Context: an optimization exercise on an open-source flow, tuned for small area, a short achievable clock period and few clock cycles per item. The choices shown serve that exercise and are no tape-out recipe. At most, simulation tests tie the RTL to the original design; equivalence was not proved. Function not checked in runs 6 and 7: the RTL went through the layout flow alone.

==> flow/design.v (outline; a module is shown in full before it is edited, if it fits) <==
// module apbRegs: 65 lines
// module frameSequencer: 113 lines
// module chromaUpsampler: 63 lines
// module chromaFilter: 502 lines
// module colourConverter: 2308 lines
// module lumaMultiple: 295 lines
// module rgbWriter: 48 lines
// module colourTop: 115 lines
module colourTop (
	input logic CLOCK_50_I,
	input logic resetn,
	input logic [3:0] paddr,
	input logic psel,
	input logic penable,
	input logic pwrite,
	input logic [31:0] pwdata,
	output logic [31:0] prdata,
	output logic pready,
	output logic pslverr,
	output logic memRdEn,
	output colourPkg::addr_t memRdAddr,
	input colourPkg::word_t memRdData,
	output logic memWrEn,
	output colourPkg::addr_t memWrAddr,
	output colourPkg::word_t memWrData
);
  // ...
==> flow/run.sh <==
#!/bin/bash
# synth_recipe.tcl (not shown) runs the flow's synth.tcl, then flattens the netlist and writes it again
# the make line also repeats each setting of config.mk as NAME=value (left out here)
make -C /OpenROAD-flow-scripts/flow DESIGN_CONFIG=/design/flow/config.mk WORK_HOME=/design/flow/orfs CLKGATE_MAP_FILE= SYNTH_SCRIPT=/design/flow/synth_recipe.tcl finish
==> flow/config.mk <==
export PLATFORM = sky130hd
export DESIGN_NAME = colourTop
export DESIGN_NICKNAME = colourTop
export VERILOG_FILES = /design/flow/design.v
export SDC_FILE = /design/flow/constraint.sdc
export NUM_CORES = 4
export LEC_CHECK = 0
export CAP_MARGIN = 20
export CORE_MARGIN = 2
export CORE_UTILIZATION = 40
export PLACE_DENSITY = 0.6
export SETUP_SLACK_MARGIN = 5.0
export SLEW_MARGIN = 20
==> flow/constraint.sdc <==
create_clock -name core_clock -period 9.0 [get_ports {CLOCK_50_I}]
set_input_delay 1.8000 -clock core_clock [delete_from_list [all_inputs] [get_ports {CLOCK_50_I}]]
set_output_delay 1.8000 -clock core_clock [all_outputs]
set_load 0.01 [all_outputs]
==> metrics.md, run 1 <==
| Metric | Value |
|---|---|
| Layout Nets | 2,883 |
| Run status | timing/DRC/antenna clean |
| Area Growth Syn to Fin | 15.1% |
| Largest family of logic cells by synthesized area | adder cells |
| Area contributors post-synth | dfxtp_1 22%, edfxtp_1 18%, ha_1 13%, fa_1 11%, inv_1 4.6% |
| Setup crit start kind | register |
| Arrival time at the worst endpoint | 4.43 ns |
| Register area | 0.0108 sq mm |
| Worst-skew pair later-pin latency | 0.59 ns |
| Root buf cell | clkbuf_16 |
| Worst Tran Pin Value | 1.05 ns |
| Post-synthesis mux area share | 2.92% |
| WL final | 56,600 um |
| Hold Path Class | reg -> reg |
| Vias | 16,403 |
| Sequential share of cell area | 37.3% |
| Worst R2R Path Depth | 23 |
| Met3 WL | 2310 um |
| Layout clock area frac | 5.69% |
| Die Y | 255 um |
| Cells on Worst Hold Path | 0 |
| Synth Flop Type | dfxtp_1 |
| Global route hottest layer | met2 |
| Inst Count DP | 3,197 |
| Async SR Flop Fraction | 4.62% |
| EDFF count, synth | 154 |
Testbench counts, summed over its fixed seeds: cycles 921,712, frames 8.
==> run 2: changes to the inputs <==
--- a/flow/config.mk
+++ b/flow/config.mk
@@ -5,9 +5,12 @@
 export SDC_FILE = /design/flow/constraint.sdc
 export NUM_CORES = 4
 export LEC_CHECK = 0
+export ABC_AREA = 1
 export CAP_MARGIN = 20
 export CORE_MARGIN = 2
 export CORE_UTILIZATION = 40
+export CTS_CLUSTER_DIAMETER = 80
+export CTS_CLUSTER_SIZE = 28
 export PLACE_DENSITY = 0.6
-export SETUP_SLACK_MARGIN = 5.0
+export SETUP_SLACK_MARGIN = 4.8
 export SLEW_MARGIN = 20
==> metrics.md, run 2 <==
| Metric | Value |
|---|---|
| Fin util | 44.8% |
| Final Max Slew Viols | 0 |
| Most frequent cells in the layout | 628 x nand2_1, 531 x inv_1, 279 x dfxtp_1 |
| Post-CTS Hold Buffers | 0 |
| Max-cap violations | 0 |
| Drc violations | 0 |
| Worst slack at placement | 4.53 ns |
| EDFF count, synth | 154 (unchanged) |
| Vias | 18,914 (+15%) |
| H-tree depth | 1 |
| Starting density of the core | 40.4% |
| Routability congestion estimate | 0.850 |
| Largest net degree at the start of global routing | 57 |
| Worst Slack Setup Final | 4.93 ns |
| First-pass GRT wire length | 95,400 um |
| Area contributors post-synth | dfxtp_1 21%, edfxtp_1 17%, ha_1 12%, fa_1 10%, nand2_1 8.9% |
| Layout Nets | 3,524 (+22%) |
| Vias per Instance | 4.77 |
| RSZ-0062 raised after global routing | yes |
| Worst hold path startpoint | ups.b[3][6] |
| CORE AREA | 0.0657 sq mm |
| Final hold viol count | 0 |
| Critical Path Sink Type | output pin |
| Post-DP HPWL | 46,200 um |
| Count leader, synth | nand2_1 |
| Most common cell after layout, fill and taps aside | nand2_1 |
| Root buf cell | clkbuf_16 |
| Count of input and output buffers | 88 |
| CTS Buffer Depth | 3 |
| Post-synth top area share | 21.1% |
| Routed len/inst | 14.8 um |
| Initial antenna violation count | 0 |
| Worst-path fanout max | 17 |
| Arrival time at the worst endpoint | 2.27 ns (-2.16 ns) |
| Inst Count DP | 3,911 (+22%) |
| Synth cell types | 60 |
| Sum Neg Setup Slack | 0 ns |
| Min cycle time layout | 4.07 ns |
| Most frequent cells after synthesis | 628 x nand2_1, 533 x inv_1, 280 x dfxtp_1 |
| Cells on Worst Hold Path | 0 (unchanged) |
| Final Instance Count excl. Fillers | 3,962 |
| Num CTS Buffers | 26 |
| Worst R2R Path Depth | 13 (-43%) |
| Ports | 145 |
| Synth Instances | 2,996 |
| Setup crit start kind | register |
| WP data required | 7.20 ns |
| WL final | 58,800 um (+3.9%) |
| Final ANT Viol Nets | 0 |
| Antenna Cells | 0 |
| Max Freq | 246 MHz |
| Worst-skew pair later-pin latency | 0.62 ns (+0.03 ns) |
| Synth Flop Type | dfxtp_1 |
| Mapped Avg Cell Area | 8.87 sq um |
| GRT Resource Usage Total | 17.5% |
| Setup Viol. Count Final | 0 |
| Worst Setup SP | writer.word1 |
| Relative slew margins | 42.9% |
| Hold Path Class | reg -> reg |
| GRT Residual Overflow | 0 |
| Die width | 262 um |
| Die ar. | 0.0685 sq mm |
| CTS tree | done |
| Critical R2R Launch | seq.ph[2] |
| Layout cells sized above 1 | 3.71% |
| Synth area leader | dfxtp_1 |
| CTS sink count | 455 |
| Critical path class | reg -> out |
| Clock transition at path regs | 0.10 ns |
| Synth Cell Area | 0.0266 sq mm |
| Yosys reg bits | 455 |
| Setup Skew | 0.0488 ns |
| Die Y | 262 um (+2.8%) |
| Final period util | 45.2% |
| Async SR Flop Fraction | 4.62% (unchanged) |
| Synth warnings | 10 |
| Rows | 94 |
| Run status | timing/DRC/antenna clean |
| Initial DRC count | 1,017 |
| Area Growth Syn to Fin | 10.8% |
| Filler cell count | 6,425 |
| Drt pass-1 iters | 5 |
| Worst Tran Pin Value | 0.857 ns (-0.190 ns) |
| Sequential area share after synthesis | 40.5% |
| Number of global-route vias before repair | 18,207 |
| Biggest regs | ups.a: 40 flops, ups.b: 40 flops, csc.bPart: 24 flops |
==> run 2: final timing paths <==
path	endpoint	slack, ns
setup / recovery	memWrData[11]	4.93
hold / removal	ups.a[3][6]	0.43
hold reg to reg	ups.a[3][6]	0.43
max in group asynchronous	seq.ph[0]	7.16
setup reg to reg	pixY2687[17]	5.12
min in group asynchronous	regs.rowCnt[7]	1.55
==> run 2: layer usage <==
metal	GRT usage (%)	part of all wire (%)	vias to the layer above
li1	-	-	9717
met1	24.6	48	8856
met2	29.2	47	274
met3	1.75	3.1	67
met4	3.76	2.1	0
met5	0	0	-
==> run 2: cell type report <==
class | count | area [sq um] | share of cell area (%)
Tap cell | 864 | 1080 | 3.67
Timing Repair Buffer | 101 | 1020 | 3.48
Inverter | 543 | 2050 | 6.96
Clock inverter | 16 | 293 | 0.994
Clock buffer | 32 | 716 | 2.43
Multi-Input combinational cell | 1951 | 13500 | 45.9
Sequential cell | 455 | 10800 | 36.5
==> run 2: timing repair <==
action,in CTS,in global routing
setup endpoints to repair,18,23
buffers inserted,0,3
gates cloned,0,0
resized for setup,6,9
==> run 2: critical path, cell delays in order, from the launching register on <==
cell and delay (ns):
dfxtp_2 0.46, clkinvlp_4 0.12, buf_4 0.21, nand2_1 0.07, a21oi_1 0.22, clkdlybuf4s50_1 0.59
==> run 2: logic make-up (layout without fill, tap and decap cells) <==
family / after synthesis / in the layout / synth area share (%)
buffers and inverters: 613 / 692 / 9.13
AOI/OAI and AO/OA: 388 / 388 / 8.21
xor gates and xnor gates: 98 / 98 / 3.23
other: 2 / 25 / 0.0282
DFF: 455 / 455 / 40.5
and+or+nand+nor: 1051 / 1051 / 16.9
adders and majority gates: 389 / 389 / 22.1
==> run 2: through the flow <==
| step | hold slack [ns] | area (sq um) |
|---|---|---|
| 2_1_floorplan | 0.371 | 26700 |
| 3_3_place_gp | 0.401 | 28300 |
| 3_5_place_dp | 0.405 | 28300 |
| 4_1_cts | 0.428 | 29400 |
| 5_1_grt | 0.442 | 29400 |
| 6_report | 0.430 | 29400 |
==> run 3: changes to the inputs <==
--- a/flow/config.mk
+++ b/flow/config.mk
@@ -5,7 +5,6 @@
 export SDC_FILE = /design/flow/constraint.sdc
 export NUM_CORES = 4
 export LEC_CHECK = 0
-export ABC_AREA = 1
 export CAP_MARGIN = 20
 export CORE_MARGIN = 2
 export CORE_UTILIZATION = 40
==> metrics.md, run 3 <==
| Metric | Value |
|---|---|
| Run status | timing/DRC/antenna clean |
| Post-synth top area share | 22.3% (+1.2 points) |
| Layout Nets | 2,848 (-19%) |
| Rows | 91 (-3.2%) |
| H-tree depth | 1 (unchanged) |
| Die ar. | 0.0648 sq mm (-5.4%) |
| Routability congestion estimate | 0.868 (+2.2%) |
| Area Growth Syn to Fin | 12.0% |
| Synth cell types | 81 (+35%) |
| Vias per Instance | 4.94 (+3.5%) |
| Min cycle time layout | 4.04 ns (-0.0299 ns) |
| Initial DRC count | 791 (-22%) |
| Antenna Cells | 0 (unchanged) |
| Critical Path Sink Type | register |
| Drt pass-1 iters | 5 (unchanged) |
| Mapped Avg Cell Area | 10.9 sq um (+23%) |
| Sequential area share after synthesis | 42.8% (+2.3 points) |
| Filler cell count | 5,793 (-9.8%) |
| CTS Buffer Depth | 3 (unchanged) |
| Largest net degree at the start of global routing | 81 (+42%) |
| Met2 Use GR | 29.2% (+0.031 points) |
| Most frequent cells after synthesis | 309 x inv_1, 280 x dfxtp_1, 255 x ha_1 |
| Synth Cell Area | 0.0251 sq mm (-5.5%) |
| Critical path class | reg -> reg |
| Final period util | 44.9% (-0.33 points) |
| Drc violations | 0 (unchanged) |
| Yosys reg bits | 455 (unchanged) |
| Cells on Worst Hold Path | 0 (unchanged) |
| Synth Flop Type | dfxtp_1 |
| WP data required | 9.51 ns (+2.31 ns) |
| Most common cell after layout, fill and taps aside | inv_1 |
| Number of global-route vias before repair | 16,350 (-10%) |
| Max-cap violations | 0 (unchanged) |
| Async SR Flop Fraction | 4.62% (unchanged) |
| Most frequent cells in the layout | 308 x inv_1, 275 x dfxtp_1, 253 x ha_1 |
| GRT Resource Usage Total | 17.1% (-0.37 points) |
| Initial antenna violation count | 0 (unchanged) |
| Setup Viol. Count Final | 0 (unchanged) |
| Area contributors post-synth | dfxtp_1 22%, edfxtp_1 18%, ha_1 13%, fa_1 11%, inv_1 4.6% |
| Worst slack at placement | 4.30 ns (-0.229 ns) |
| Starting density of the core | 40.6% (+0.13 points) |
| RSZ-0062 raised after global routing | yes |
| Synth warnings | 10 (unchanged) |
| Count of input and output buffers | 88 (unchanged) |
| Biggest regs | ups.a: 40 flops, ups.b: 40 flops, csc.bPart: 24 flops |
| Die width | 255 um (-2.7%) |
| Num CTS Buffers | 29 (+12%) |
| Arrival time at the worst endpoint | 4.55 ns (+2.28 ns) |
| Worst-skew pair later-pin latency | 0.61 ns (about the same) |
| Routed len/inst | 16.9 um (+14%) |
| Final Max Slew Viols | 0 (unchanged) |
| Worst-path fanout max | 34 (+17) |
| GRT Residual Overflow | 0 (unchanged) |
| Setup Skew | 0.0258 ns (-0.0230 ns) |
| Setup crit start kind | register |
| Ports | 145 (unchanged) |
| Hold Path Class | reg -> reg |
| GR Util met1 | 23.3% (-1.3 points) |
| GRT met3 Usage | 1.74% (-0.011 points) |
| Final hold viol count | 0 (unchanged) |
| Vias | 16,110 (-15%) |
| Clock transition at path regs | 0.10 ns (about the same) |
| Layout cells sized above 1 | 6.43% (+2.7 points) |
| Worst Tran Pin Value | 1.04 ns (+0.179 ns) |
| Post-CTS Hold Buffers | 0 (unchanged) |
| Die Y | 255 um (-2.7%) |
| Final ANT Viol Nets | 0 (unchanged) |
| First-pass GRT wire length | 87,200 um (-8.7%) |
| Worst R2R Path Depth | 11 (-2) |
| Count leader, synth | inv_1 |
| Root buf cell | clkbuf_16 |
| CTS sink count | 455 (unchanged) |
| Worst Slack Setup Final | 4.96 ns (+0.0299 ns) |
| EDFF count, synth | 154 (unchanged) |
| Final Instance Count excl. Fillers | 3,262 (-18%) |
| WL final | 55,300 um (-6.0%) |
| Sum Neg Setup Slack | 0 ns (unchanged) |
| Global route hottest layer | met2 |
| Relative slew margins | 30.9% (-12 points) |
| Inst Count DP | 3,197 (-18%) |
| Post-DP HPWL | 43,200 um (-6.5%) |
| Synth Instances | 2,308 (-23%) |
| CORE AREA | 0.0619 sq mm (-5.8%) |
| CTS tree | done |
| Synth area leader | dfxtp_1 |
| Max Freq | 247 MHz (+0.74%) |
## run 3: worst paths after layout
kind	endpoint	slack [ns]	startpoint
max	pixY2687[17]	4.96	seq.ph[2]
min	ups.a[3][6]	0.42	ups.b[3][6]
max reg2reg	pixY2687[17]	4.96	seq.ph[2]
min reg2reg	ups.a[3][6]	0.42	ups.b[3][6]
max in group asynchronous	seq.ph[0]	7.17	resetn
min in group asynchronous	regs.pslverr	1.54	resetn
## run 3: worst max-delay path, cell delays in order, from the launching register on
cell and delay (ns):
dfrtp_4 0.76, mux2i_1 0.67, ha_1 0.35, inv_1 0.09
fa_1 0.42, ha_1 0.34, o21a_1 0.12, nor2_1 0.14
a211oi_1 0.10, or3_1 0.39, fa_1 0.38, xor2_1 0.15
## run 3: final cells by class
cell class                      count  area (sq um)  area share (%)
Inverter                          309          1160            4.12
Tap cell                          837          1050            3.72
Clock buffer                       31           754            2.68
Timing Repair Buffer              107          1030            3.65
Sequential cell                   455         10800            38.2
Multi-Input combinational cell   1500         13100            46.4
Clock inverter                     23           338            1.20
## run 3: kinds of logic after synthesis
kind of cell,count (synthesis),synth area share [%]
flops,455,42.8
mux,70,2.92
compound gates,380,9.59
buf+inv,376,6.15
fa+ha+maj,389,23.4
other cells,2,0.0299
simple gates,454,8.79
xor+xnor,182,6.34
## run 3: metal layers
| metal | vias up | share of wire (%) |
|---|---|---|
| li1 | 7913 | - |
| met1 | 7908 | 46 |
| met2 | 231 | 48 |
| met3 | 58 | 3.1 |
| met4 | 0 | 2.2 |
| met5 | - | 0 |
## run 3: through the flow
step / hold WS (ns) / util, % / instance area (sq um)
after floorplan: 0.371 / - / 25200
after global placement: 0.402 / 43.3 / 26800
after detailed placement: 0.405 / 43.3 / 26800
after CTS: 0.429 / 45.2 / 28000
after global routing: 0.433 / 45.5 / 28200
final: 0.423 / 45.5 / 28200
## run 3: timing repair
item / CTS / global route
pin swaps: 6 / 16
buffers inserted: 3 / 8
resized for setup: 12 / 26
endpoints found under the setup margin: 23 / 13
==> module rgbWriter, before the edit <==
module rgbWriter (
	input logic CLOCK_50_I,
	input logic resetn,
	input logic start,
	input logic [2:0] ph,
	input logic wrValid,
	input logic lastValid,
	input colourPkg::sample_t r,        
	input colourPkg::sample_t g,
	input colourPkg::sample_t b,
	output logic memWrEn,
	output colourPkg::addr_t memWrAddr,
	output colourPkg::word_t memWrData      
);
	localparam int FirstAddr = 76800 - 11;
	colourPkg::sample_t r0, g0, b0;     
	colourPkg::sample_t r1, g1, b1;     
	logic word0, word1;                 
	always_ff @(posedge CLOCK_50_I or negedge resetn) begin
		if (!resetn)
			memWrEn <= 1'b0;
		else
			memWrEn <= ph[0] ? lastValid : wrValid;
	end
	always_ff @(posedge CLOCK_50_I) begin
		if (ph[0]) begin
			r0 <= r;
			g0 <= g;
			b0 <= b;
		end
		if (ph[2]) begin
			r1 <= r;
			g1 <= g;
			b1 <= b;
		end
		memWrAddr <= start ? colourPkg::addr_t'(FirstAddr) : memWrAddr + 1'b1;
		word0 <= ph[1] & wrValid;
		word1 <= ph[2] & wrValid;
	end
	always_comb begin
		if (word0)
			memWrData = {r0, g0};
		else if (word1)
			memWrData = {b0, r1};
		else
			memWrData = {g1, b1};
	end
endmodule
==> run 4: changes to the inputs <==
--- a/flow/design.v
+++ b/flow/design.v
@@ -3385,8 +3385,9 @@
 	output colourPkg::word_t memWrData      
 );
 	localparam int FirstAddr = 76800 - 11;
-	colourPkg::sample_t r0, g0, b0;     
-	colourPkg::sample_t r1, g1, b1;     
+	colourPkg::sample_t r1, g1, b1;
+	colourPkg::sample_t r2, g2, b2;
+	colourPkg::sample_t b3;
 	logic word0, word1;                 
 	always_ff @(posedge CLOCK_50_I or negedge resetn) begin
 		if (!resetn)
@@ -3395,27 +3396,24 @@
 			memWrEn <= ph[0] ? lastValid : wrValid;
 	end
 	always_ff @(posedge CLOCK_50_I) begin
-		if (ph[0]) begin
-			r0 <= r;
-			g0 <= g;
-			b0 <= b;
-		end
-		if (ph[2]) begin
-			r1 <= r;
-			g1 <= g;
-			b1 <= b;
-		end
+		r1 <= r;
+		g1 <= g;
+		b1 <= b;
+		r2 <= r1;
+		g2 <= g1;
+		b2 <= b1;
+		b3 <= b2;
 		memWrAddr <= start ? colourPkg::addr_t'(FirstAddr) : memWrAddr + 1'b1;
 		word0 <= ph[1] & wrValid;
 		word1 <= ph[2] & wrValid;
 	end
 	always_comb begin
 		if (word0)
-			memWrData = {r0, g0};
+			memWrData = {r2, g2};           
 		else if (word1)
-			memWrData = {b0, r1};
+			memWrData = {b3, r1};           
 		else
-			memWrData = {g1, b1};
+			memWrData = {g2, b2};           
 	end
 endmodule
 `default_nettype wire
==> flow/flow/run.sh (new file) <==
#!/bin/bash
set -e
bash standard.sh finish SETUP_SLACK_MARGIN=5.6 > standard.log 2>&1
==> flow/standard.sh (new file) <==
#!/bin/bash
# synth_recipe.tcl (not shown) runs the flow's synth.tcl, then flattens the netlist and writes it again
# the make line also repeats each setting of config.mk as NAME=value (left out here)
make -C /OpenROAD-flow-scripts/flow DESIGN_CONFIG=/design/flow/config.mk WORK_HOME=/design/flow/orfs CLKGATE_MAP_FILE= SYNTH_SCRIPT=/design/flow/synth_recipe.tcl "${@:-finish}"
removed: flow/run.sh
==> metrics.md, run 4 <==
| Metric | Value |
|---|---|
| Synth Instances | 2,373 (+2.8%) |
| Count leader, synth | dfxtp_1 |
| WP data required | 9.54 ns (+0.03 ns) |
| RSZ-0062 raised after global routing | yes |
| Setup crit start kind | register |
| Die ar. | 0.0645 sq mm (-0.46%) |
| Rows | 91 (unchanged) |
| Initial antenna violation count | 0 (unchanged) |
| Most common cell after layout, fill and taps aside | inv_1 |
| Critical Path Sink Type | register |
| Layout Nets | 2,972 (+4.4%) |
| Post-synth top area share | 26.9% (+4.6 points) |
| Drt pass-1 iters | 7 (+2) |
| Synth Flop Type | dfxtp_1 |
| Num CTS Buffers | 30 (+3.4%) |
| EDFF count, synth | 106 (-31%) |
| Total length of routed met2 wires | 27,700 um (+3.8%) |
| Cells on Worst Hold Path | 0 (unchanged) |
| Antenna Cells | 0 (unchanged) |
| Vias per Instance | 4.93 (-0.17%) |
| H-tree depth | 1 (unchanged) |
| Initial DRC count | 775 (-2.0%) |
| Biggest regs | ups.a: 40 flops, ups.b: 40 flops, csc.bPart: 24 flops |
| Worst-path fanout max | 4 (-88%) |
| Worst Tran Pin Value | 0.812 ns (-0.224 ns) |
| Drc violations | 0 (unchanged) |
| Run status | timing/DRC/antenna clean |
| Min cycle time layout | 4.05 ns (+0.00732 ns) |
| Clock transition at path regs | 0.10 ns (about the same) |
| Layout cells sized above 1 | 12.6% (+6.2 points) |
| CTS sink count | 463 (+1.8%) |
| Synth cell types | 76 (-6.2%) |
| Final ANT Viol Nets | 0 (unchanged) |
| Cell chain of the critical path | ha_4 -> nor2b_4 -> o21ai_2 -> a21boi_1 -> o21a_1 -> o21a_1 -> o21ai_2 -> nand2b_1 -> fa_2 -> xnor2_4 -> nor2_1 -> o31ai_4 -> ha_1 -> a21o_1 -> a21oi_2 -> o21bai_1 -> a21oi_2 -> o21bai_1 -> a21o_1 -> nand2_1 -> a21oi_2 -> a211oi_2 |
| Largest stage delay on the critical path | 0.42 ns (-0.34 ns) |
| Ports | 145 (unchanged) |
| Met3 WL | 1700 um (-2.2%) |
| Root buf cell | clkbuf_16 |
| Min Hold Slack | 0.331 ns (-0.0915 ns) |
| GRT Resource Usage Total | 17.9% (+0.81 points) |
| Area contributors post-synth | dfxtp_1 27%, ha_1 13%, edfxtp_1 13%, fa_1 11%, inv_1 4.8% |
| Synth area leader | dfxtp_1 |
| Most used cell, CP | a21oi_2 |
| Setup Viol. Count Final | 0 (unchanged) |
| Die Y | 254 um (-0.23%) |
| Post-DP HPWL | 42,900 um (-0.70%) |
| First-pass GRT wire length | 90,800 um (+4.2%) |
| Yosys reg bits | 463 (+1.8%) |
| Starting density of the core | 40.5% (about the same) |
| Async SR Flop Fraction | 4.54% (-0.080 points) |
| Final period util | 45.0% (+0.081 points) |
| Largest net degree at the start of global routing | 85 (+4.9%) |
| Die width | 254 um (-0.23%) |
| Most frequent cells after synthesis | 336 x dfxtp_1, 317 x inv_1, 257 x ha_1 |
| Critical path class | reg -> reg |
| Hold Path Class | reg -> reg |
| WL final | 57,500 um (+4.0%) |
| Relative slew margins | 45.9% (+15 points) |
| Worst-skew pair later-pin latency | 0.63 ns (+0.02 ns) |
| Setup Skew | 0.0402 ns (+0.0144 ns) |
| Metal1 wirelength | 26,600 um (+4.0%) |
| Sum Neg Setup Slack | 0 ns (unchanged) |
| Worst R2R Path Depth | 22 (+11) |
| Count of input and output buffers | 88 (unchanged) |
| Max Used Layer | met4 |
| Most frequent cells in the layout | 309 x inv_1, 297 x dfxtp_1, 244 x ha_1 |
| GRT Residual Overflow | 0 (unchanged) |
| Synth Cell Area | 0.0250 sq mm (-0.46%) |
| Number of global-route vias before repair | 16,964 (+3.8%) |
| Routed len/inst | 17.0 um (+0.19%) |
| CTS tree | done |
| Mapped Avg Cell Area | 10.5 sq um (-3.2%) |
| Synth warnings | 10 (unchanged) |
| Area Growth Syn to Fin | 17.0% |
| Max-cap violations | 0 (unchanged) |
| Final hold viol count | 0 (unchanged) |
| CTS Buffer Depth | 3 (unchanged) |
| Final Max Slew Viols | 0 (unchanged) |
| Arrival time at the worst endpoint | 4.59 ns (+0.04 ns) |
| Routability congestion estimate | 0.900 (+3.7%) |
| Sequential area share after synthesis | 41.7% (-1.1 points) |
| Filler cell count | 5,796 (+0.052%) |
| Vias | 16,689 (+3.6%) |
| Crit-path slowest cell | fa_2 |
| Max Freq | 247 MHz (-0.18%) |
| CORE AREA | 0.0617 sq mm (-0.37%) |
## run 4: changes by cell type in the layout (fill, tap and decap cells not counted), sizes merged, moves of 10 or more
cell / before / now
buf: 19 / 92
dfxtp: 280 / 336
edfxtp: 154 / 106
clkdlybuf4s50: 88 / 51
a21oi: 106 / 93
dlygate4sd2: 0 / 13
nor2: 139 / 151
inv: 320 / 331
nand3: 35 / 45
## run 4: final cells by class
| class | count | area (sq um) | share of cell area [%] |
|---|---|---|---|
| clock buffer | 32 | 758 | 2.59 |
| clock inverter | 24 | 374 | 1.28 |
| inverter | 319 | 1210 | 4.15 |
| multi-input combinational | 1545 | 13800 | 47.1 |
| sequential | 463 | 10500 | 36.0 |
| tap | 837 | 1050 | 3.58 |
| timing repair buffer | 165 | 1560 | 5.34 |
## run 4: final timing paths
path,from,end,slack (ns)
worst max-delay path,ups.filt.rowA[1],ups.cv3[8],4.95
worst min-delay path,writer.b1[4],writer.b2[4],0.33
worst max register to register,ups.filt.rowA[1],ups.cv3[8],4.95
worst min register to register,writer.b1[4],writer.b2[4],0.33
max in group asynchronous,resetn,seq.ph[2],7.45
min in group asynchronous,resetn,seq.lastValid,1.13
## run 4: critical path, delay by kind of cell, from the launching register on
family | cells | cell delay [ns]
adders and majority gates | 3 | 0.93
DFF | 1 | 0.34
xor gates and xnor gates | 1 | 0.23
AOI/OAI and AO/OA | 14 | 2.06
and+or+nand+nor | 4 | 0.40
## run 4: cells by family after synthesis
logic type	after synthesis	synth area share (%)
AND/OR/NAND/NOR	500	9.54
flip-flops	463	41.7
adder cells (fa/ha/maj)	391	23.6
buffers and inverters	388	6.22
AO/OA/AOI/OAI	384	9.88
XOR/XNOR	177	6.20
multiplexers	68	2.83
other	2	0.0300
## run 4: what timing repair did
action | in CTS | in global routing
gates cloned | 2 | 0
setup buffers | 39 | 30
pin swaps | 28 | 39
endpoints found under the setup margin | 89 | 77
gates resized for setup | 192 | 77
hold buffers | 0 | 0
## run 4: routing by layer
metal  up-vias  GRT usage, %
li1       8236             -
met1      8147          23.6
met2       223          31.4
met3        83          1.93
met4         0          4.37
met5         -             0
## run 4: per-stage QoR
| step | cell area [sq um] | instances | util, % | setup WS (ns) |
|---|---|---|---|---|
| floorplan | 25300 | 2396 | - | 5.07 |
| global placement | 26900 | 3258 | 43.5 | 4.68 |
| detailed placement | 26900 | 3258 | 43.5 | 4.59 |
| CTS | 28700 | 3355 | 46.5 | 4.83 |
| global route | 29300 | 3385 | 47.4 | 4.68 |
| finish | 29300 | 3385 | 47.4 | 4.95 |
Testbench counts of run 4, summed over its fixed seeds: cycles 921,712, frames 8.
==> run 5: changes to the inputs <==
==> flow/run.sh (new file) <==
#!/bin/bash
# synth_recipe.tcl (not shown) runs the flow's synth.tcl, then flattens the netlist and writes it again
# the make line also repeats each setting of config.mk as NAME=value (left out here)
make -C /OpenROAD-flow-scripts/flow DESIGN_CONFIG=/design/flow/config.mk WORK_HOME=/design/flow/orfs CLKGATE_MAP_FILE= SYNTH_SCRIPT=/design/flow/synth_recipe.tcl finish
removed: flow/flow/run.sh
removed: flow/standard.sh
==> metrics.md, run 5 <==
| Metric | Value |
|---|---|
| Crit-path slowest cell | fa_2 |
| Count leader, synth | dfxtp_1 |
| Ports | 145 (unchanged) |
| Biggest regs | ups.a: 40 flops, ups.b: 40 flops, csc.bPart: 24 flops |
| Sequential area share after synthesis | 41.7% (unchanged) |
| Setup Skew | 0.0342 ns (-0.00604 ns) |
| Synth area leader | dfxtp_1 |
| Routed len/inst | 16.5 um (-2.5%) |
| H-tree depth | 1 (unchanged) |
| Clock transition at path regs | 0.10 ns (about the same) |
| Inst Count DP | 3,258 (unchanged) |
| Worst R2R Path Depth | 22 (unchanged) |
| Largest net degree at the start of global routing | 84 (-1.2%) |
| Synth Flop Type | dfxtp_1 |
| First-pass GRT wire length | 88,800 um (-2.2%) |
| Min cycle time layout | 4.13 ns (+0.0850 ns) |
| Die ar. | 0.0645 sq mm (unchanged) |
| RSZ-0062 raised after global routing | yes |
| Initial antenna violation count | 0 (unchanged) |
| Relative slew margins | 28.8% (-17 points) |
| CORE AREA | 0.0617 sq mm (unchanged) |
| Mapped Avg Cell Area | 10.5 sq um (unchanged) |
| Most common cell after layout, fill and taps aside | dfxtp_1 |
| Antenna Cells | 0 (unchanged) |
| Synth Instances | 2,373 (unchanged) |
| Min Hold Slack | 0.335 ns (+0.00331 ns) |
| Root buf cell | clkbuf_16 |
| Initial DRC count | 765 (-1.3%) |
| Final Instance Count excl. Fillers | 3,314 (-2.1%) |
| Area Growth Syn to Fin | 11.7% |
| WP data required | 9.52 ns (-0.02 ns) |
| Sum Neg Setup Slack | 0 ns (unchanged) |
| EDFF count, synth | 106 (unchanged) |
| Cells on Worst Hold Path | 0 (unchanged) |
| Setup crit start kind | register |
| CTS Buffer Depth | 3 (unchanged) |
| Run status | timing/DRC/antenna clean |
| Vias per Instance | 4.91 (-0.50%) |
| Num CTS Buffers | 28 (-6.7%) |
| Routability congestion estimate | 0.878 (-2.5%) |
| Largest stage delay on the critical path | 0.44 ns (+0.02 ns) |
| Synth cell types | 76 (unchanged) |
| Drc violations | 0 (unchanged) |
| Area contributors post-synth | dfxtp_1 27%, ha_1 13%, edfxtp_1 13%, fa_1 11%, inv_1 4.8% |
| Drt pass-1 iters | 5 (-2) |
| Async SR Flop Fraction | 4.54% (unchanged) |
| Worst-path fanout max | 5 (+1) |
| Hold Path Class | reg -> reg |
| CTS tree | done |
| Arrival time at the worst endpoint | 4.65 ns (+0.06 ns) |
| Worst Tran Pin Value | 1.07 ns (+0.256 ns) |
| Max-cap violations | 0 (unchanged) |
| Final Max Slew Viols | 0 (unchanged) |
| Count of input and output buffers | 88 (unchanged) |
| Layout cells sized above 1 | 5.29% (-7.3 points) |
| Layout Nets | 2,903 (-2.3%) |
| Synth Cell Area | 0.0250 sq mm (unchanged) |
| GRT Resource Usage Total | 17.4% (-0.52 points) |
| Starting density of the core | 40.5% (unchanged) |
| Rows | 91 (unchanged) |
| Post-synth top area share | 26.9% (unchanged) |
| WL final | 54,800 um (-4.6%) |
| Critical Path Sink Type | register |
| Setup Viol. Count Final | 0 (unchanged) |
| Final period util | 45.9% (+0.94 points) |
| Final ANT Viol Nets | 0 (unchanged) |
| Most frequent cells in the layout | 334 x dfxtp_1, 317 x inv_1, 257 x ha_1 |
| Die width | 254 um (unchanged) |
| Cell chain of the critical path | ha_1 -> nor2b_1 -> o21ai_2 -> a21boi_1 -> o21a_1 -> o21a_1 -> o21ai_2 -> nand2b_1 -> fa_2 -> xnor2_4 -> nor2_2 -> o31ai_4 -> ha_1 -> a21o_1 -> a21oi_2 -> o21bai_1 -> a21oi_2 -> o21bai_1 -> a21o_1 -> nand3_1 -> o21ai_0 -> a211oi_1 |
| Post-DP HPWL | 42,800 um (-0.27%) |
| Fin util | 45.3% (-2.1 points) |
| CTS sink count | 463 (unchanged) |
| Worst-skew pair later-pin latency | 0.62 ns (about the same) |
| Max Freq | 242 MHz (-2.1%) |
| Post-CTS Hold Buffers | 0 (unchanged) |
| GRT Residual Overflow | 0 (unchanged) |
| Synth warnings | 10 (unchanged) |
| Critical path class | reg -> reg |
| Yosys reg bits | 463 (unchanged) |
| Vias | 16,258 (-2.6%) |
| Number of global-route vias before repair | 16,792 (-1.0%) |
| Final hold viol count | 0 (unchanged) |
| Die Y | 254 um (unchanged) |
| Most frequent cells after synthesis | 336 x dfxtp_1, 317 x inv_1, 257 x ha_1 |
## run 5: cell count changes in the layout (fill, tap and decap cells not counted), moves of 12 or more
cell             delta
clkdlybuf4s50_1    +36
o21ai_1            -18
dfxtp_4            -15
ha_4               -12
buf_2              -16
o21ai_0            +21
buf_4              -45
dfxtp_1            +37
dlygate4sd2_1      -13
dfxtp_2            -22
ha_1               +13
## run 5: routing by layer
metal / routed length (um) / GRT usage [%] / vias to the layer above / part of all wire [%]
met3: 2010 / 2.10 / 71 / 3.7
met2: 26700 / 30.3 / 256 / 49
li1: - / - / 8075 / -
met1: 24800 / 22.7 / 7856 / 45
met5: 0 / 0 / - / 0
met4: 1330 / 4.67 / 0 / 2.4
## run 5: area by class of cell
type                            instances  area [sq um]
Timing Repair Buffer                   98           951
Inverter                              319          1200
Sequential cell                       463         10400
Fill cell                            5834         33800
Tap cell                              837          1050
Clock buffer                           31           754
Clock inverter                         21           314
Multi-Input combinational cell       1545         13200
## run 5: through the flow
step	area, sq um	setup slack (ns)
5_1_grt	27900	4.53
3_5_place_dp	26800	4.38
6_report	27900	4.87
3_3_place_gp	26800	4.42
4_1_cts	27900	4.71
2_1_floorplan	25100	4.79
## run 5: kinds of logic (layout without fill, tap and decap cells)
| logic type | after synthesis | count (layout) | share of synthesized area, % |
|---|---|---|---|
| xor gates and xnor gates | 177 | 177 | 6.20 |
| adders and majority gates | 391 | 391 | 23.6 |
| other | 2 | 25 | 0.0300 |
| AOI/OAI and AO/OA | 384 | 384 | 9.88 |
| muxes | 68 | 68 | 2.83 |
| and+or+nand+nor | 500 | 500 | 9.54 |
| buffers and inverters | 388 | 469 | 6.22 |
| DFF | 463 | 463 | 41.7 |
## run 5: repair_timing
action | 4_1_cts | 5_1_grt
pin swaps | 2 | 8
resized for setup | 8 | 14
setup endpoints to repair | 20 | 21
setup buffers | 1 | 3
## run 5: worst paths after layout
path | startpoint | slack, ns | endpoint
worst max-delay path | ups.filt.rowA[1] | 4.87 | ups.cv3[8]
worst min-delay path | writer.g1[0] | 0.33 | writer.g2[0]
worst max register to register | ups.filt.rowA[1] | 4.87 | ups.cv3[8]
worst min register to register | writer.g1[0] | 0.33 | writer.g2[0]
max in group asynchronous | resetn | 7.44 | seq.ph[2]
min in group asynchronous | resetn | 1.15 | regs.busy
## run 5: worst max-delay path, delay by kind of cell, from the launching register on
kind,cells,cell delay [ns]
adder cells (fa/ha/maj),3,1.00
AND/OR/NAND/NOR,4,0.40
AO/OA/AOI/OAI,14,2.11
XOR/XNOR,1,0.24
flip-flops,1,0.32
==> module chromaUpsampler, before the edit <==
module chromaUpsampler (
	input logic CLOCK_50_I,
	input logic [2:0] ph,
	input colourPkg::word_t word,       
	input logic load,
	input logic first,
	input logic clamp,
	input logic odd,
	output colourPkg::sample_t cu,
	output logic [9:0] cu3,             
	output colourPkg::sample_t cv,
	output logic [9:0] cv3              
);
	colourPkg::sample_t a [5];          
	colourPkg::sample_t b [5];
	colourPkg::sample_t t [6];
	logic [8:0] p, q, r;
	colourPkg::sample_t f;
	colourPkg::sample_t uOdd;
	colourPkg::sample_t cuNext, cvNext;
	always_comb begin
		t[0] = a[0];
		t[1] = a[1];
		t[2] = a[2];
		t[3] = a[3];
		t[4] = first ? word[15:8] : a[4];
		t[5] = clamp ? a[4] : (odd ? word[15:8] : word[7:0]);
	end
	always_ff @(posedge CLOCK_50_I) begin
		if (!ph[2]) begin
			for (int i = 0; i < 5; i++)
				a[i] <= b[i];
			if (load) begin
				b[0] <= word[15:8];
				b[1] <= word[15:8];
				b[2] <= word[15:8];
				b[3] <= word[7:0];
			end else begin
				for (int i = 0; i < 4; i++)
					b[i] <= t[i+1];
			end
			b[4] <= t[5];
		end
		p <= {1'b0, t[0]} + {1'b0, t[5]};
		q <= {1'b0, t[2]} + {1'b0, t[3]};
		r <= {1'b0, t[1]} + {1'b0, t[4]};
		if (ph[2])
			uOdd <= f;
		cu <= cuNext;
		cu3 <= {2'b00, cuNext} + {1'b0, cuNext, 1'b0};
		cv <= cvNext;
		cv3 <= {2'b00, cvNext} + {1'b0, cvNext, 1'b0};
	end
	assign cuNext = ph[1] ? (load ? b[4] : b[1]) : uOdd;
	assign cvNext = ph[1] ? a[2] : f;
	chromaFilter filt (
		.CLOCK_50_I(CLOCK_50_I),
		.p(p),
		.q(q),
		.r(r),
		.f(f)
	);
endmodule
==> run 6: changes to the inputs <==
--- a/flow/design.v
+++ b/flow/design.v
@@ -242,12 +242,11 @@
 		p <= {1'b0, t[0]} + {1'b0, t[5]};
 		q <= {1'b0, t[2]} + {1'b0, t[3]};
 		r <= {1'b0, t[1]} + {1'b0, t[4]};
-		if (ph[2])
-			uOdd <= f;
+		uOdd <= f;                      
 		cu <= cuNext;
 		cu3 <= {2'b00, cuNext} + {1'b0, cuNext, 1'b0};
 		cv <= cvNext;
-		cv3 <= {2'b00, cvNext} + {1'b0, cvNext, 1'b0};
+		cv3 <= ph[1] ? {2'b00, a[2]} + {1'b0, a[2], 1'b0} : {2'b00, f} + {1'b0, f, 1'b0};
 	end
 	assign cuNext = ph[1] ? (load ? b[4] : b[1]) : uOdd;
 	assign cvNext = ph[1] ? a[2] : f;
==> metrics.md, run 6 <==
| Metric | Value |
|---|---|
| Max-cap violations | 0 (unchanged) |
| Worst Tran Pin Value | 1.03 ns (-0.0356 ns) |
| Final Instance Count excl. Fillers | 3,350 (+1.1%) |
| Met2 Use GR | 29.7% (-0.65 points) |
| Post-CTS Hold Buffers | 0 (unchanged) |
| Final ANT Viol Nets | 0 (unchanged) |
| GR Util met1 | 22.4% (-0.38 points) |
| Most frequent cells in the layout | 340 x dfxtp_1, 329 x inv_1, 264 x ha_1 |
| EDFF count, synth | 98 (-7.5%) |
| Max Freq | 247 MHz (+2.0%) |
| Sum Neg Setup Slack | 0 ns (unchanged) |
| Rows | 92 (+1.1%) |
| Num CTS Buffers | 30 (+7.1%) |
| Async SR Flop Fraction | 4.54% (unchanged) |
| Most common cell after layout, fill and taps aside | dfxtp_1 |
| Register area | 0.0104 sq mm (-0.77%) |
| Die ar. | 0.0654 sq mm (+1.3%) |
| Mapped Avg Cell Area | 10.6 sq um (+0.65%) |
| Setup Skew | 0.0424 ns (+0.00822 ns) |
| Final Max Slew Viols | 0 (unchanged) |
| Synth cell types | 89 (+17%) |
| Filler cell count | 5,950 (+2.0%) |
| Global route hottest layer | met2 |
| Count of input and output buffers | 88 (unchanged) |
| Routability congestion estimate | 0.867 (-1.2%) |
| Hold Path Class | reg -> reg |
| Relative slew margins | 31.1% (+2.4 points) |
| Crit-path slowest cell | fa_2 |
| Layout cells sized above 1 | 6.91% (+1.6 points) |
| Inst Count DP | 3,283 (+0.77%) |
| Top delay family on crit path | compound AO/OA/AOI/OAI gates |
| Worst-skew pair later-pin latency | 0.63 ns (about the same) |
| Clock transition at path regs | 0.10 ns (about the same) |
| Ports | 145 (unchanged) |
| Vias per Instance | 4.92 (+0.30%) |
| Die Y | 256 um (+0.65%) |
| Area contributors post-synth | dfxtp_1 27%, ha_1 13%, edfxtp_1 12%, fa_1 11%, inv_1 4.9% |
| Min cycle time layout | 4.05 ns (-0.0805 ns) |
| RSZ-0062 raised after global routing | no |
| GRT Residual Overflow | 0 (unchanged) |
| WP data required | 9.49 ns (-0.03 ns) |
| Worst Setup SP | ups.filt.rowA[1] |
| CORE AREA | 0.0629 sq mm (+1.8%) |
| Biggest regs | ups.a: 40 flops, ups.b: 40 flops, csc.bPart: 24 flops |
| Sequential area share after synthesis | 40.9% (-0.86 points) |
| Critical Path Sink Type | register |
| Synth warnings | 10 (unchanged) |
| Final hold viol count | 0 (unchanged) |
| Drc violations | 0 (unchanged) |
| Layout Nets | 2,938 (+1.2%) |
| Setup crit start kind | register |
| WL final | 55,300 um (+0.82%) |
| Synth area leader | dfxtp_1 |
| R2r setup slk | 4.95 ns (+0.08 ns) |
| Run status | timing/DRC/antenna clean |
| Reg2reg end | ups.cv3[7] |
| Worst Setup EP | ups.cv3[7] |
| Final period util | 45.0% (-0.89 points) |
| Vias | 16,484 (+1.4%) |
| Most frequent cells after synthesis | 344 x dfxtp_1, 331 x inv_1, 266 x ha_1 |
| Drt pass-1 iters | 7 (+2) |
| CTS tree | done |
| Arrival time at the worst endpoint | 4.54 ns (-0.11 ns) |
| Critical R2R Launch | ups.filt.rowA[1] |
| H-tree depth | 1 (unchanged) |
| Multi-input combinational cell area | 0.0136 sq mm (+2.9%) |
| Cell chain of the critical path | ha_4 -> nor2b_1 -> o21ai_1 -> a21boi_1 -> o21ai_2 -> a21boi_2 -> o21ai_2 -> nand2_1 -> fa_2 -> xor2_4 -> a21oi_2 -> ha_2 -> inv_2 -> fa_2 -> inv_1 -> a21oi_1 -> o21bai_1 -> a21o_1 -> a21o_1 -> xor2_1 -> o21ai_1 |
| Area Growth Syn to Fin | 12.2% |
| Starting density of the core | 40.3% (-0.20 points) |
| Fin util | 45.3% (about the same) |
| GRT met3 Usage | 1.59% (-0.51 points) |
| CTS Buffer Depth | 3 (unchanged) |
| Critical Path Stages | 21 (-4.5%) |
| CTS sink count | 463 (unchanged) |
| Worst hold path startpoint | writer.b1[7] |
| Number of global-route vias before repair | 16,888 (+0.57%) |
| Root buf cell | clkbuf_16 |
| Critical path class | reg -> reg |
| Initial antenna violation count | 0 (unchanged) |
| Synth Instances | 2,389 (+0.67%) |
| First-pass GRT wire length | 89,200 um (+0.45%) |
| GRT Resource Usage Total | 16.9% (-0.51 points) |
| Worst R2R Path Depth | 21 (-4.5%) |
| Die width | 256 um (+0.65%) |
| Initial DRC count | 798 (+4.3%) |
| Setup Viol. Count Final | 0 (unchanged) |
| Worst-path fanout max | 6 (+1) |
| Count leader, synth | dfxtp_1 |
| Yosys reg bits | 463 (unchanged) |
| Antenna Cells | 0 (unchanged) |
| Largest net degree at the start of global routing | 81 (-3.6%) |
| Synth Flop Type | dfxtp_1 |
| Buf/Inv on CP | 2 (+2) |
| Post-DP HPWL | 43,300 um (+1.1%) |
| Routed len/inst | 16.5 um (-0.27%) |
| Post-synth top area share | 27.2% (+0.28 points) |
| Synth Cell Area | 0.0253 sq mm (+1.3%) |
| Largest stage delay on the critical path | 0.49 ns (+0.05 ns) |
[run 6: changes by cell type in the layout (fill, tap and decap cells not counted), sizes merged, moves of 9 or more]
cell	previous run	this run
ha	257	266
a21o	39	61
a21oi	93	111
inv	330	340
nor2	151	133
[run 6: per-layer routing]
metal | share of wire [%] | vias to the layer above
li1 | - | 8159
met1 | 46 | 8053
met2 | 49 | 208
met3 | 2.9 | 64
met4 | 1.9 | 0
met5 | 0 | -
[run 6: worst min-delay path by stage]
stage                         to  slack, ns  depth (start not counted)
detailed placement  writer.g2[3]       0.31                          0
global placement    writer.b2[4]       0.31                          0
finish              writer.b2[7]       0.33                          0
floorplan           writer.b2[0]       0.31                          0
global route        writer.b2[1]       0.34                          0
CTS                 writer.b2[7]       0.34                          0
[run 6: cells by family (layout without fill, tap and decap cells)]
family                   after synthesis  in the layout  synth area share (%)
other                                  2             25                0.0296
AND/OR/NAND/NOR                      456            456                  9.00
multiplexers                          66             66                  2.76
buffers and inverters                400            492                  6.37
adder cells (fa/ha/maj)              401            401                  23.8
XOR/XNOR                             179            179                  6.19
AO/OA/AOI/OAI                        422            422                  11.0
flip-flops                           463            463                  40.9
[run 6: cell type report]
cell class	instances	share of cell area, %
clock buffer	33	2.71
clock inverter	23	1.32
inverter	331	4.37
tap	846	3.72
timing repair buffer	105	3.57
multi-input combinational	1549	47.9
sequential	463	36.4
[run 6: repair_timing]
item                                    in CTS  in global routing
setup buffers                                2                  9
resized for setup                           17                 26
endpoints found under the setup margin      24                  9
pin swaps                                    3                 18
cloned                                       0                  0
endpoints found under the hold margin        0                  0
[run 6: through the flow]
step	setup slack (ns)	area [sq um]	hold slack [ns]
after floorplan	4.86	25400	0.310
after global placement	4.35	27100	0.313
after detailed placement	4.17	27100	0.312
after CTS	4.81	28300	0.336
after global routing	4.67	28400	0.342
final	4.95	28400	0.332
==> module frameSequencer, before the edit <==
module frameSequencer (
	input logic CLOCK_50_I,
	input logic resetn,
	input logic start,
	output logic [2:0] ph,              
	output logic memRdEn,
	output colourPkg::addr_t memRdAddr,
	output logic rxLoad,                
	output logic rxFirst,
	output logic rxClamp,
	output logic rxOdd,
	output logic wrValid,
	output logic lastValid,
	output logic rowDone,
	output logic frameDone
);
	localparam int PairsPerRow = 160;
	localparam int Pairs = 38400;
	localparam int UBase = 38400;
	localparam int VBase = 57600;
	logic run;
	logic pro;                          
	logic [7:0] k;                      
	logic [15:0] yAddr;                 
	colourPkg::addr_t uAddr;            
	logic slotEnd;
	logic lastSlot;
	logic rowLast;
	logic clampK;
	logic incC;
	logic uvRead;
	logic rxValid, rxRowLast, rxFrameLast;
	logic wrRowLast, wrFrameLast;
	logic lastRowLast, lastFrameLast;
	colourPkg::addr_t rdAddrNext;
	logic rdEnNext;
	colourPkg::addr_t uAddrNext;
	assign slotEnd = ph[2];
	assign lastSlot = yAddr == 16'(Pairs - 1);
	assign rowLast = k == 8'(PairsPerRow - 1);
	assign clampK = k >= 8'(PairsPerRow - 3);
	assign incC = (~k[0] & (k <= 8'(PairsPerRow - 6) | k == 8'(PairsPerRow - 2))) | rowLast;
	assign uvRead = ~(clampK & ~rowLast) & ~lastSlot;
	assign uAddrNext = start ? colourPkg::addr_t'(UBase) : (slotEnd & run & incC) ? uAddr + 1'b1 : uAddr;
	always_comb begin
		if (start) begin
			rdAddrNext = colourPkg::addr_t'(UBase);
			rdEnNext = 1'b1;
		end else if (ph[2]) begin
			rdAddrNext = uAddrNext;
			rdEnNext = run & ~(lastSlot & ~pro);
		end else if (ph[0]) begin
			rdAddrNext = uAddr + colourPkg::addr_t'(VBase - UBase);
			rdEnNext = run & (pro | uvRead);
		end else begin
			rdAddrNext = colourPkg::addr_t'(yAddr);
			rdEnNext = run & ~pro;
		end
	end
	always_ff @(posedge CLOCK_50_I or negedge resetn) begin
		if (!resetn) begin
			ph <= 3'b001;
			run <= 1'b0;
			pro <= 1'b0;
			rxValid <= 1'b0;
			wrValid <= 1'b0;
			lastValid <= 1'b0;
			memRdEn <= 1'b0;
		end else begin
			ph <= {ph[1:0], ph[2]};
			memRdEn <= rdEnNext;
			if (slotEnd) begin
				rxValid <= run & ~pro;
				wrValid <= rxValid;
				lastValid <= wrValid;
				pro <= 1'b0;
				if (lastSlot & ~pro)
					run <= 1'b0;
			end
			if (start) begin
				ph <= 3'b001;
				run <= 1'b1;
				pro <= 1'b1;
			end
		end
	end
	always_ff @(posedge CLOCK_50_I) begin
		memRdAddr <= rdAddrNext;
		uAddr <= uAddrNext;
		if (slotEnd) begin
			if (run & ~pro) begin
				k <= rowLast ? 8'd0 : k + 8'd1;
				yAddr <= yAddr + 16'd1;
			end
			rxLoad <= pro | rowLast;
			rxFirst <= ~pro & (k == 8'd0);
			rxClamp <= clampK;
			rxOdd <= k[0];
			rxRowLast <= rowLast;
			rxFrameLast <= lastSlot;
			wrRowLast <= rxRowLast;
			wrFrameLast <= rxFrameLast;
			lastRowLast <= wrRowLast;
			lastFrameLast <= wrFrameLast;
		end
		if (start) begin
			k <= 8'd0;
			yAddr <= 16'd0;
		end
	end
	assign rowDone = lastValid & lastRowLast & ph[1];
	assign frameDone = lastValid & lastFrameLast & ph[1];
endmodule
==> module colourTop, before the edit <==
module colourTop (
	input logic CLOCK_50_I,
	input logic resetn,
	input logic [3:0] paddr,
	input logic psel,
	input logic penable,
	input logic pwrite,
	input logic [31:0] pwdata,
	output logic [31:0] prdata,
	output logic pready,
	output logic pslverr,
	output logic memRdEn,
	output colourPkg::addr_t memRdAddr,
	input colourPkg::word_t memRdData,
	output logic memWrEn,
	output colourPkg::addr_t memWrAddr,
	output colourPkg::word_t memWrData
);
	logic start;
	logic busy;
	logic [2:0] ph;
	logic rxLoad, rxFirst, rxClamp, rxOdd;
	logic wrValid, lastValid, rowDone, frameDone;
	colourPkg::word_t rdWord;
	colourPkg::sample_t yOddHeld;
	colourPkg::sample_t pixY, pixU, pixV;
	logic [9:0] pixU3, pixV3;
	colourPkg::sample_t yNext;
	logic [19:0] y2687;
	logic [19:0] pixY2687;
	colourPkg::sample_t pixR, pixG, pixB;
	apbRegs regs (
		.CLOCK_50_I(CLOCK_50_I),
		.resetn(resetn),
		.paddr(paddr),
		.psel(psel),
		.penable(penable),
		.pwrite(pwrite),
		.pwdata(pwdata),
		.prdata(prdata),
		.pready(pready),
		.pslverr(pslverr),
		.start(start),
		.frameDone(frameDone),
		.rowDone(rowDone),
		.busy(busy)
	);
	frameSequencer seq (
		.CLOCK_50_I(CLOCK_50_I),
		.resetn(resetn),
		.start(start),
		.ph(ph),
		.memRdEn(memRdEn),
		.memRdAddr(memRdAddr),
		.rxLoad(rxLoad),
		.rxFirst(rxFirst),
		.rxClamp(rxClamp),
		.rxOdd(rxOdd),
		.wrValid(wrValid),
		.lastValid(lastValid),
		.rowDone(rowDone),
		.frameDone(frameDone)
	);
	always_ff @(posedge CLOCK_50_I) begin
		rdWord <= memRdData;
		if (ph[2])
			yOddHeld <= rdWord[7:0];
		pixY <= yNext;
		pixY2687 <= y2687;
	end
	assign yNext = ph[2] ? rdWord[15:8] : yOddHeld;
	lumaMultiple ym (
		.y(yNext),
		.p(y2687)
	);
	chromaUpsampler ups (
		.CLOCK_50_I(CLOCK_50_I),
		.ph(ph),
		.word(rdWord),
		.load(rxLoad),
		.first(rxFirst),
		.clamp(rxClamp),
		.odd(rxOdd),
		.cu(pixU),
		.cu3(pixU3),
		.cv(pixV),
		.cv3(pixV3)
	);
	colourConverter csc (
		.CLOCK_50_I(CLOCK_50_I),
		.cu(pixU),
		.cu3(pixU3),
		.cv(pixV),
		.cv3(pixV3),
		.y(pixY),
		.y2687(pixY2687),
		.r(pixR),
		.g(pixG),
		.b(pixB)
	);
	rgbWriter writer (
		.CLOCK_50_I(CLOCK_50_I),
		.resetn(resetn),
		.start(start),
		.ph(ph),
		.wrValid(wrValid),
		.lastValid(lastValid),
		.r(pixR),
		.g(pixG),
		.b(pixB),
		.memWrEn(memWrEn),
		.memWrAddr(memWrAddr),
		.memWrData(memWrData)
	);
endmodule
==> run 7: changes to the inputs <==
--- a/flow/design.v
+++ b/flow/design.v
@@ -190,8 +190,8 @@
 			yAddr <= 16'd0;
 		end
 	end
-	assign rowDone = lastValid & lastRowLast & ph[1];
-	assign frameDone = lastValid & lastFrameLast & ph[1];
+	assign rowDone = lastValid & lastRowLast & ph[2];
+	assign frameDone = lastValid & lastFrameLast & ph[2];
 endmodule
 `default_nettype wire
 `timescale 1ns/1ps
@@ -242,11 +242,12 @@
 		p <= {1'b0, t[0]} + {1'b0, t[5]};
 		q <= {1'b0, t[2]} + {1'b0, t[3]};
 		r <= {1'b0, t[1]} + {1'b0, t[4]};
-		uOdd <= f;                      
+		if (ph[2])
+			uOdd <= f;
 		cu <= cuNext;
 		cu3 <= {2'b00, cuNext} + {1'b0, cuNext, 1'b0};
 		cv <= cvNext;
-		cv3 <= ph[1] ? {2'b00, a[2]} + {1'b0, a[2], 1'b0} : {2'b00, f} + {1'b0, f, 1'b0};
+		cv3 <= {2'b00, cvNext} + {1'b0, cvNext, 1'b0};
 	end
 	assign cuNext = ph[1] ? (load ? b[4] : b[1]) : uOdd;
 	assign cvNext = ph[1] ? a[2] : f;
@@ -3381,38 +3382,35 @@
 	input colourPkg::sample_t b,
 	output logic memWrEn,
 	output colourPkg::addr_t memWrAddr,
-	output colourPkg::word_t memWrData      
+	output colourPkg::word_t memWrData
 );
-	localparam int FirstAddr = 76800 - 11;
-	colourPkg::sample_t r1, g1, b1;
-	colourPkg::sample_t r2, g2, b2;
-	colourPkg::sample_t b3;
-	logic word0, word1;                 
+	localparam int FirstAddr = 76800 - 12;
+	colourPkg::sample_t r0, g0, b0;     
+	colourPkg::sample_t r1, g1, b1;     
 	always_ff @(posedge CLOCK_50_I or negedge resetn) begin
 		if (!resetn)
 			memWrEn <= 1'b0;
 		else
-			memWrEn <= ph[0] ? lastValid : wrValid;
+			memWrEn <= ph[2] ? wrValid : lastValid;
 	end
 	always_ff @(posedge CLOCK_50_I) begin
-		r1 <= r;
-		g1 <= g;
-		b1 <= b;
-		r2 <= r1;
-		g2 <= g1;
-		b2 <= b1;
-		b3 <= b2;
+		if (ph[0]) begin
+			r0 <= r;
+			g0 <= g;
+			b0 <= b;
+		end
+		if (ph[2]) begin
+			r1 <= r;
+			g1 <= g;
+			b1 <= b;
+		end
 		memWrAddr <= start ? colourPkg::addr_t'(FirstAddr) : memWrAddr + 1'b1;
-		word0 <= ph[1] & wrValid;
-		word1 <= ph[2] & wrValid;
-	end
-	always_comb begin
-		if (word0)
-			memWrData = {r2, g2};           
-		else if (word1)
-			memWrData = {b3, r1};           
+		if (ph[2])
+			memWrData <= {r0, g0};
+		else if (ph[0])
+			memWrData <= {b0, r1};
 		else
-			memWrData = {g2, b2};           
+			memWrData <= {g1, b1};
 	end
 endmodule
 `default_nettype wire
@@ -3446,7 +3444,7 @@
 	colourPkg::sample_t pixY, pixU, pixV;
 	logic [9:0] pixU3, pixV3;
 	colourPkg::sample_t yNext;
-	logic [19:0] y2687;
+	logic [19:0] yEven2687, yOdd2687;
 	logic [19:0] pixY2687;
 	colourPkg::sample_t pixR, pixG, pixB;
 	apbRegs regs (
@@ -3486,12 +3484,16 @@
 		if (ph[2])
 			yOddHeld <= rdWord[7:0];
 		pixY <= yNext;
-		pixY2687 <= y2687;
+		pixY2687 <= ph[2] ? yEven2687 : yOdd2687;
 	end
 	assign yNext = ph[2] ? rdWord[15:8] : yOddHeld;
-	lumaMultiple ym (
-		.y(yNext),
-		.p(y2687)
+	lumaMultiple yEvenMult (
+		.y(rdWord[15:8]),
+		.p(yEven2687)
+	);
+	lumaMultiple yOddMult (
+		.y(yOddHeld),
+		.p(yOdd2687)
 	);
 	chromaUpsampler ups (
 		.CLOCK_50_I(CLOCK_50_I),
==> metrics.md, run 7 <==
| Metric | Value |
|---|---|
| Drt pass-1 iters | 5 (-2) |
| Worst slack at placement | 4.31 ns (+0.138 ns) |
| Die ar. | 0.0674 sq mm (+3.0%) |
| Critical path class | reg -> reg |
| GRT Resource Usage Total | 17.0% (+0.071 points) |
| Hold endpoint | ups.a[3][5] |
| Routed len/inst | 16.7 um (+1.2%) |
| CTS Buffer Depth | 3 (unchanged) |
| Worst-path fanout max | 5 (-1) |
| Synth area leader | dfxtp_1 |
| Routability congestion estimate | 0.872 (+0.55%) |
| Setup Viol. Count Final | 0 (unchanged) |
| Setup crit start kind | register |
| Sum Neg Setup Slack | 0 ns (unchanged) |
| Final period util | 44.5% (-0.49 points) |
| Worst-skew pair later-pin latency | 0.62 ns (about the same) |
| Count leader, synth | inv_1 |
| Antenna Cells | 0 (unchanged) |
| Num CTS Buffers | 30 (unchanged) |
| Largest stage delay on the critical path | 0.43 ns (-0.06 ns) |
| Final hold viol count | 0 (unchanged) |
| Synth warnings | 10 (unchanged) |
| Sequential area share after synthesis | 42.2% (+1.3 points) |
| Max Freq | 249 MHz (+1.1%) |
| Initial DRC count | 967 (+21%) |
| Die width | 260 um (+1.5%) |
| Most common cell after layout, fill and taps aside | inv_1 |
| Initial antenna violation count | 0 (unchanged) |
| WL final | 57,200 um (+3.5%) |
| CTS tree | done |
| Synth Flop Type | dfxtp_1 |
| EDFF count, synth | 154 (+57%) |
| Run status | timing/DRC/antenna clean |
| Vias | 16,953 (+2.8%) |
| Min cycle time layout | 4.01 ns (-0.0442 ns) |
| Drc violations | 0 (unchanged) |
| Synth Cell Area | 0.0261 sq mm (+3.1%) |
| Layout Nets | 3,018 (+2.7%) |
| Yosys reg bits | 468 (+1.1%) |
| RSZ-0062 raised after global routing | yes |
| Worst Setup SP | ups.filt.rowA[1] |
| Final Max Slew Viols | 0 (unchanged) |
| Most frequent cells in the layout | 325 x inv_1, 293 x dfxtp_1, 273 x ha_1 |
| Root buf cell | clkbuf_16 |
| Clock transition at path regs | 0.11 ns (about the same) |
| Area Growth Syn to Fin | 11.5% |
| Ports | 145 (unchanged) |
| Cell chain of the critical path | ha_1 -> nor2b_1 -> o21ai_1 -> a21boi_1 -> o21ai_1 -> nand2b_1 -> a21oi_2 -> o21bai_1 -> fa_2 -> xor2_4 -> a21oi_1 -> mux2_2 -> ha_1 -> a21o_1 -> a21oi_2 -> o21bai_1 -> a21oi_2 -> nor2b_1 -> nor2_1 -> nor2_1 -> nor2_1 -> xnor2_1 |
| Layout cells sized above 1 | 5.06% (-1.9 points) |
| Mapped Avg Cell Area | 10.6 sq um (about the same) |
| Number of global-route vias before repair | 17,249 (+2.1%) |
| Most frequent cells after synthesis | 326 x inv_1, 294 x dfxtp_1, 274 x ha_1 |
| CTS sink count | 468 (+1.1%) |
| Critical R2R Launch | ups.filt.rowA[1] |
| Relative slew margins | 28.5% (-2.7 points) |
| Hold Path Class | reg -> reg |
| Starting density of the core | 40.5% (+0.20 points) |
| Count of input and output buffers | 88 (unchanged) |
| Buf/Inv on CP | 0 (-2) |
| Reg2reg end | ups.cv3[8] |
| Synth cell types | 73 (-18%) |
| Async SR Flop Fraction | 4.27% (-0.26 points) |
| Top delay family on crit path | compound AO/OA/AOI/OAI gates |
| Max-cap violations | 0 (unchanged) |
| Area contributors post-synth | dfxtp_1 23%, edfxtp_1 18%, ha_1 13%, fa_1 11%, inv_1 4.7% |
| Post-synth top area share | 22.5% (-4.6 points) |
| Critical Path Sink Type | register |
| Crit-path slowest cell | fa_2 |
| Die Y | 260 um (+1.5%) |
| H-tree depth | 1 (unchanged) |
| First-pass GRT wire length | 91,100 um (+2.1%) |
| CORE AREA | 0.0645 sq mm (+2.6%) |
| Worst hold path startpoint | ups.b[3][5] |
| Synth Instances | 2,461 (+3.0%) |
| Biggest regs | ups.a: 40 flops, ups.b: 40 flops, csc.bPart: 24 flops |
| Setup Skew | 0.0418 ns (-0.000600 ns) |
| WP data required | 9.46 ns (-0.03 ns) |
| Worst Slack Setup Final | 4.99 ns (+0.0442 ns) |
| Post-DP HPWL | 45,100 um (+4.1%) |
| Arrival time at the worst endpoint | 4.47 ns (-0.07 ns) |
| GRT Residual Overflow | 0 (unchanged) |
| Final ANT Viol Nets | 0 (unchanged) |
| Worst Tran Pin Value | 1.07 ns (+0.0403 ns) |
| Cells on Worst Hold Path | 0 (unchanged) |
| R2r setup slk | 4.99 ns (+0.04 ns) |
| Largest net degree at the start of global routing | 108 (+33%) |
| Worst R2R Path Depth | 22 (+4.8%) |
| Vias per Instance | 4.95 (+0.59%) |
| Rows | 93 (+1.1%) |
## run 7: changes by cell type in the layout (fill, tap and decap cells not counted), sizes merged, moves of 7 or more
| cell | before | now |
|---|---|---|
| nand2 | 120 | 131 |
| a21oi | 111 | 119 |
| mux2 | 22 | 29 |
| ha | 266 | 274 |
| mux2i | 44 | 37 |
| edfxtp | 98 | 154 |
| nor3 | 24 | 37 |
| a21o | 61 | 48 |
| dfxtp | 344 | 294 |
| nor2 | 133 | 176 |
## run 7: cell families (layout without fill, tap and decap cells)
kind of cell	Yosys count	in the layout	synth area share, %
fa+ha+maj	415	415	23.9
xor+xnor	176	176	5.90
simple gates	517	517	9.25
other cells	2	25	0.0287
flops	468	468	42.2
mux	66	66	2.67
compound gates	418	418	9.96
buf+inv	399	485	6.11
## run 7: repair_timing
item | CTS | global route
endpoints found under the setup margin | 5 | 10
hold buffers | 0 | 0
gates resized for setup | 9 | 14
buffers inserted | 2 | 5
pin swaps | 5 | 12
## run 7: worst max-delay path by stage
stage | cells after the start | to
finish | 22 | ups.cv3[8]
global route | 14 | csc.bPart[23]
CTS | 20 | ups.cv3[7]
detailed placement | 20 | ups.cv3[7]
global placement | 20 | ups.cv3[7]
floorplan | 3 | seq.memRdAddr[12]
## run 7: cell type report
cell class,count,area [sq um]
fill,5996,35300
multi-input combinational,1617,13700
sequential,468,11000
inverter,327,1230
tap,855,1070
timing repair buffer,102,985
clock buffer,35,791
clock inverter,21,335
## run 7: metal layers
metal | vias to the layer above | GRT usage, % | part of all wire (%)
li1 | 8423 | - | -
met1 | 8176 | 22.5 | 46
met2 | 279 | 29.5 | 48
met3 | 75 | 1.74 | 3.4
met4 | 0 | 4.34 | 2.7
met5 | - | 0 | 0
## run 7: per-stage QoR
step                      utilization [%]  hold slack [ns]  instance area, sq um  std cells
after global routing                 45.2            0.401                 29100       3425
after CTS                            45.0            0.401                 29000       3420
after detailed placement             43.2            0.405                 27900       3362
after floorplan                         -            0.371                 26200       2484
final                                45.2            0.400                 29100       3425
after global placement               43.2            0.401                 27900       3362

[afterwards: timing with drivers on the ports]
The results above use ideal ports. As a check the final layouts listed here were re-extracted and re-timed, cells and wires unchanged. Step 1: set_driving_cell puts a clkbuf_16 on CLOCK_50_I and a buf_2 on each other input, an assumption about the parent block. Step 2 times the ports against the registers' clock, not the clock port: input delays grow and output delays shrink by t, the midpoint of the rising clock arrivals with the driver on. Slacks: no drivers / after step 1 / after step 2; pairs: no drivers / after step 1.
| run | t, ns | setup WS [ns] | worst data-port slew with drivers (ns) |
|---|---|---|---|
| run 1 | 0.641 | 5.016 / 5.016 / 4.890 | 0.04 |
| run 2 | 0.651 | 4.930 / 4.875 / 4.579 | 0.03 |
| run 3 | 0.654 | 4.960 / 4.960 / 4.933 | 0.04 |
| run 4 | 0.671 | 4.952 / 4.952 / 4.952 | 0.04 |
| run 5 | 0.655 | 4.867 / 4.867 / 4.867 | 0.04 |
| run 6 | 0.665 | 4.948 / 4.948 / 4.948 | 0.03 |
| run 7 | 0.656 | 4.992 / 4.992 / 4.884 | 0.07 |
After both steps every run listed still meets setup and hold. The setup slack of run 2, which loses most, moves by -0.055 ns with the drivers and by -0.351 ns with both steps.
